From an optimization exercise on the open Yosys and OpenROAD flow, aimed at small area, a short achievable clock period and few clock cycles per item; shortcuts taken in it are not production practice.
The RTL was checked by simulation tests, not by an equivalence proof against the original design.
No activity file was given, so power comes from the tool's default toggle rates.

==> flow/design.v (excerpt) <==
module pid_heading_turn_controller_top
(
  input  logic        clk,
  input  logic        rst,
  input  logic        cmd_valid,
  output logic        cmd_ready,
  input  logic        cmd_op,
  input  logic [15:0] cmd_target_angle,
  input  logic [15:0] cmd_timeout_ms,
  input  logic [15:0] cmd_measured_angle,
  output logic        res_valid,
  input  logic        res_ready,
  output logic [7:0]  res_power_pct,
  output logic [1:0]  res_status,
  input  logic        psel,
  input  logic        penable,
  input  logic        pwrite,
  input  logic [4:0]  paddr,
  input  logic [31:0] pwdata,
  output logic [31:0] prdata,
  output logic        pready
);
export LEC_CHECK = 0
export CAP_MARGIN = 20
export CORE_MARGIN = 2
export CORE_UTILIZATION = 55
export SLEW_MARGIN = 20
export SYNTH_HIERARCHICAL = 1
export SYNTH_MINIMUM_KEEP_SIZE = 0
create_clock -name core_clock -period 16.0 [get_ports {clk}]
standard.sh (not shown) runs the stock make flow with config.mk's settings and CLKGATE_MAP_FILE= SYNTH_SCRIPT=/design/flow/synth_recipe.tcl, a recipe that flattens the netlist after the stock synthesis.
==> flow/flow/run.sh <==
#!/bin/bash
# The standard layout (the standard.sh), with three changes:
#  - after synthesis, every combinational cell gets the smallest drive
#    strength of its family (flow/downsize.tcl);
#  - the port buffers are buf_2 cells instead of the default choice;
#  - the timing repair after CTS and after global routing is asked to leave a
#    setup margin of MARGIN ns, so that it also works on paths that already
#    meet the 16 ns clock, and may resize a cell to one of another footprint
#    (MATCH_CELL_FOOTPRINT=0).
# The SDC, the clock period and every other setting are the standard flow's.
set -euo pipefail
MARGIN=11.6
bash standard.sh synth > synth.log 2>&1
ODB=orfs/results/sky130hd/pid_heading_turn_controller_top/base/1_synth.odb openroad -exit flow/downsize.tcl > downsize.log 2>&1
bash standard.sh SETUP_SLACK_MARGIN=$MARGIN MATCH_CELL_FOOTPRINT=0 "BUFFER_PORTS_ARGS=-buffer_cell sky130_fd_sc_hd__buf_2" finish > standard.log 2>&1
==> flow/flow/downsize.tcl <==
# Give every combinational cell of the synthesized netlist the smallest drive
# strength of its family; the timing repair later in the flow sizes up the
# cells on critical paths. Flip-flops, tie cells and buffers are left alone.
# usage: ODB=<odb> openroad -exit downsize.tcl
read_db $::env(ODB)
set db [ord::get_db]
set n_swapped 0
set area_before 0.0
set area_after 0.0
foreach inst [[ord::get_db_block] getInsts] {
  set m [$inst getMaster]
  set name [$m getName]
  set a [expr {[$m getWidth] * [$m getHeight] / 1e6}]
  set area_before [expr {$area_before + $a}]
  set best $m
  if {[regexp {^(sky130_fd_sc_hd__([a-z0-9]+))_([0-9]+)$} $name -> base fam size]
      && ![regexp {^(df|edf|sdf|dl|conb|buf|clk|inv|tap|fill|decap|dly|probe|lpflow|macro)} $fam]} {
    foreach cand {0 1 2 4} {
      set cm [$db findMaster ${base}_$cand]
      if {$cm eq "NULL" || $cm eq ""} { continue }
      if {[$cm getWidth] * [$cm getHeight] < [$best getWidth] * [$best getHeight]} {
        set best $cm
      }
    }
  }
  if {$best ne $m} {
    $inst swapMaster $best
    incr n_swapped
  }
  set area_after [expr {$area_after + [$best getWidth] * [$best getHeight] / 1e6}]
}
puts [format "downsize: %d cells swapped, area %.1f -> %.1f um2" $n_swapped $area_before $area_after]
write_db $::env(ODB)
The first run passed the timing, design-rule and antenna checks.
Testbench counts at the start, summed over its fixed seeds: cycles 12,240, items 12,000.
Edit:
--- a/flow/flow/run.sh
+++ b/flow/flow/run.sh
@@ -11,3 +11,3 @@
 set -euo pipefail
-MARGIN=11.6
+MARGIN=11.5
 bash standard.sh synth > synth.log 2>&1
Worst hold slack stays flat.
Routed wire length is lower slightly.
Total power rises slightly.
First-iteration DRC count is higher slightly.
Final area goes down slightly.
Synthesized cell count is unchanged.
Die area does not change.
Edit:
--- a/flow/flow/run.sh
+++ b/flow/flow/run.sh
@@ -11,3 +11,3 @@
 set -euo pipefail
-MARGIN=11.5
+MARGIN=11.7
 bash standard.sh synth > synth.log 2>&1
=> Worst hold slack hardly moves. Synthesized area is unchanged. Die area does not change. Worst setup slack improved by 0.018 ns. Total power rose by 0.55%. Wire length rose by 0.95%. First-iteration DRC count fell by 5.8%. Final area rose by 1.5%. Clock skew shrinks by 0.012 ns. Count of clock-buffer cells in the layout goes up by 2.
Edit:
--- a/flow/flow/run.sh
+++ b/flow/flow/run.sh
@@ -11,3 +11,3 @@
 set -euo pipefail
-MARGIN=11.7
+MARGIN=11.4
 bash standard.sh synth > synth.log 2>&1
The changed run passed the timing, design-rule and antenna checks.
Flip-flop and latch count stays the same.
Hold slack hardly moves.
Sequential share of layout area grows by 0.46 points.
Sequential power hardly moves.
Cell area falls by a few percent.
Via count falls slightly.
Global-route usage came out lower by 0.37 points.
Combinational power shrinks by a few percent.
Wire length fell by a few percent.
Worst setup slack gets worse by 0.20 ns.
Power goes down slightly.

========
pid_heading_turn_controller_top, a different RTL version from the one above (not shown whole).
For scale: ~48,000 um2 of cells after synthesis.
==> flow/config.mk <==
export PLATFORM = sky130hd
export DESIGN_NAME = pid_heading_turn_controller_top
export DESIGN_NICKNAME = pid_heading_turn_controller_top
export VERILOG_FILES = /design/flow/design.v
export SDC_FILE = /design/flow/constraint.sdc
export NUM_CORES = 4
export LEC_CHECK = 0
export CAP_MARGIN = 20
export CORE_MARGIN = 2
export CORE_UTILIZATION = 55
export CTS_BUF_LIST = sky130_fd_sc_hd__clkbuf_8
export SLEW_MARGIN = 20
export SYNTH_HIERARCHICAL = 1
export SYNTH_MINIMUM_KEEP_SIZE = 0
==> flow/constraint.sdc <==
create_clock -name core_clock -period 16.0 [get_ports {clk}]
set_input_delay 3.2000 -clock core_clock [delete_from_list [all_inputs] [get_ports {clk}]]
set_output_delay 3.2000 -clock core_clock [all_outputs]
set_load 0.01 [all_outputs]
==> flow/flow/run.sh <==
#!/bin/bash
# The standard layout (the standard.sh), with three changes:
#  - after synthesis, every combinational cell gets the smallest drive
#    strength of its family (flow/downsize.tcl);
#  - the port buffers are buf_2 cells instead of the default choice;
#  - the timing repair after CTS and after global routing is asked to leave a
#    setup margin of MARGIN ns, so that it also works on paths that already
#    meet the 16 ns clock.
# The SDC, the clock period and every other setting are the standard flow's.
set -euo pipefail
MARGIN=11.7
bash standard.sh synth > synth.log 2>&1
ODB=orfs/results/sky130hd/pid_heading_turn_controller_top/base/1_synth.odb openroad -exit flow/downsize.tcl > downsize.log 2>&1
bash standard.sh SETUP_SLACK_MARGIN=$MARGIN "BUFFER_PORTS_ARGS=-buffer_cell sky130_fd_sc_hd__buf_2" finish > standard.log 2>&1
Scripts as last shown in full above: flow/flow/downsize.tcl
The first run finished clean.
Testbench counts at the start, summed over its fixed seeds: cycles 12,240, items 12,000.
==> next run, changes <==
CTS_BUF_LIST = not set   (was sky130_fd_sc_hd__clkbuf_8)
What happened: Sequential cell count is unchanged; hold slack hardly moves; sequential power stays flat; core utilization went down by 0.52 points; cell count came out lower slightly.

========
pid_heading_turn_controller_top, a different RTL version from the one above (not shown whole).
Size: ~4500 cells after synthesis, about 140 I/O pins, roughly 0.049 mm2 of cells after synthesis.
clock: 16.0 ns
lec_check: 0
cap_margin: 20
core_margin: 2
core_utilization: 55
slew_margin: 20
synth_hierarchical: 1
synth_minimum_keep_size: 0
==> flow/flow/run.sh <==
#!/bin/bash
# The standard layout (the standard.sh), with three changes:
#  - after synthesis, every combinational cell gets the smallest drive
#    strength of its family (flow/downsize.tcl);
#  - the port buffers are buf_2 cells instead of the default choice;
#  - the timing repair after CTS and after global routing is asked to leave a
#    setup margin of MARGIN ns, so that it also works on paths that already
#    meet the 16 ns clock, and may resize a cell to one of another footprint
#    (MATCH_CELL_FOOTPRINT=0).
# The SDC, the clock period and every other setting are the standard flow's.
set -euo pipefail
MARGIN=11.7
bash standard.sh synth > synth.log 2>&1
ODB=orfs/results/sky130hd/pid_heading_turn_controller_top/base/1_synth.odb openroad -exit flow/downsize.tcl > downsize.log 2>&1
bash standard.sh SETUP_SLACK_MARGIN=$MARGIN MATCH_CELL_FOOTPRINT=0 "BUFFER_PORTS_ARGS=-buffer_cell sky130_fd_sc_hd__buf_2" finish > standard.log 2>&1
Scripts as last shown in full above: flow/flow/downsize.tcl
Testbench counts at the start, summed over its fixed seeds: cycles 12,288, items 12,000.
Next try:
--- a/flow/flow/run.sh
+++ b/flow/flow/run.sh
@@ -7,4 +7,3 @@
 #    setup margin of MARGIN ns, so that it also works on paths that already
-#    meet the 16 ns clock, and may resize a cell to one of another footprint
-#    (MATCH_CELL_FOOTPRINT=0).
+#    meet the 16 ns clock.
 # The SDC, the clock period and every other setting are the standard flow's.
@@ -14,2 +13,2 @@
 ODB=orfs/results/sky130hd/pid_heading_turn_controller_top/base/1_synth.odb openroad -exit flow/downsize.tcl > downsize.log 2>&1
-bash standard.sh SETUP_SLACK_MARGIN=$MARGIN MATCH_CELL_FOOTPRINT=0 "BUFFER_PORTS_ARGS=-buffer_cell sky130_fd_sc_hd__buf_2" finish > standard.log 2>&1
+bash standard.sh SETUP_SLACK_MARGIN=$MARGIN "BUFFER_PORTS_ARGS=-buffer_cell sky130_fd_sc_hd__buf_2" finish > standard.log 2>&1
Effect: The new run completed with no timing, DRC or antenna violations; die area does not change; total power is about the same; final cell count stays flat; worst setup slack loses 0.028 ns; non-clock buffer count grows by 2; register-to-register slack is worse by 0.03 ns; global-route usage is about the same; utilization stays flat; via count is about the same; flip-flop and latch count stays the same.

========
pid_heading_turn_controller_top, a different RTL version from the one above (not shown whole).
For scale: ~4400 cells after synthesis, ~140 I/O pins, about 0.051 mm^2 of cells after synthesis.
Settings: LEC_CHECK=0, CAP_MARGIN=20, CORE_MARGIN=2, CORE_UTILIZATION=40, SLEW_MARGIN=20, SYNTH_HIERARCHICAL=1, SYNTH_MINIMUM_KEEP_SIZE=0; clock period 16.0 ns.
run.sh (not shown) runs the stock make flow with config.mk's settings and CLKGATE_MAP_FILE= SYNTH_SCRIPT=/design/flow/synth_recipe.tcl, a recipe that flattens the netlist after the stock synthesis.
Stock flow here: none of the scripts above is used.
Testbench counts at the start, summed over its fixed seeds: cycles 12,288, items 12,000.
Next try:
==> flow/flow/run.sh (new file) <==
#!/bin/bash
# The standard layout (the standard.sh: ORFS synthesis, floorplan,
# placement, CTS, routing, finish), with the timing repair after CTS and after
# global routing asked to leave a setup margin of MARGIN ns, so that it works
# on paths that already meet the 16 ns clock. The SDC and every other setting
# are the standard flow's.
set -euo pipefail
MARGIN=11.5
bash standard.sh SETUP_SLACK_MARGIN=$MARGIN finish > standard.log 2>&1
==> flow/standard.sh (new file) <==
#!/bin/bash
# synth_recipe.tcl (not shown) runs the flow's synth.tcl, then flattens the netlist and writes it again
# the make line also repeats each setting of config.mk as NAME=value (left out here)
make -C /OpenROAD-flow-scripts/flow DESIGN_CONFIG=/design/flow/config.mk WORK_HOME=/design/flow/orfs CLKGATE_MAP_FILE= SYNTH_SCRIPT=/design/flow/synth_recipe.tcl "${@:-finish}"
removed: flow/run.sh
Effect: The changed run passed the timing, design-rule and antenna checks. Die area stays the same. Utilization rises by 0.95 points. Final area increases by 2.1%.

## re-timing with driven ports
The results above use ideal ports. As a check the final layouts listed here were re-extracted and re-timed, cells and wires unchanged.
Step 1, drivers: a clkbuf_16 drives clk and a buf_2 each remaining input, both assumed.
Step 2 times the ports against the registers' clock, not the clock port: input delays grow and output delays shrink by t, the midpoint of the rising clock arrivals with the driver on.
a / b / c = ideal / step 1 / step 2; a / b = the first two.
run	shift t [ns]	setup WS [ns]	clock arrival spread, ns	slew at the worst register clock pin (ns)	cell pins on the clock port's net
the first run of note 1	0.718	11.558 / 11.492 / 10.957	0.088 / 0.088	0.07 / 0.07	1
the second run of note 1	0.742	11.524 / 11.524 / 10.892	0.083 / 0.083	0.07 / 0.07	1
the third run of note 1	0.721	11.542 / 11.473 / 11.021	0.073 / 0.073	0.07 / 0.07	1
the fourth run of note 1	0.718	11.347 / 11.347 / 10.812	0.071 / 0.072	0.07 / 0.07	1
the first run of note 2	0.813	11.524 / 11.457 / 10.987	0.080 / 0.080	0.07 / 0.07	1
the second run of note 2	0.716	11.610 / 11.537 / 11.013	0.037 / 0.036	0.07 / 0.07	1
the first run of note 3	0.697	11.658 / 11.602 / 11.082	0.039 / 0.038	0.07 / 0.07	1
the second run of note 3	0.695	11.630 / 11.602 / 11.119	0.039 / 0.040	0.07 / 0.07	1
the first run of note 4	0.730	10.476 / 10.476 / 10.128	0.050 / 0.050	0.06 / 0.06	1
the second run of note 4	0.752	11.527 / 11.470 / 10.862	0.036 / 0.035	0.07 / 0.07	1
After both steps setup and hold are still met in every run listed. For the second run of note 4, which loses most, drivers alone change the setup slack by -0.057 ns; drivers and shift together by -0.665 ns.
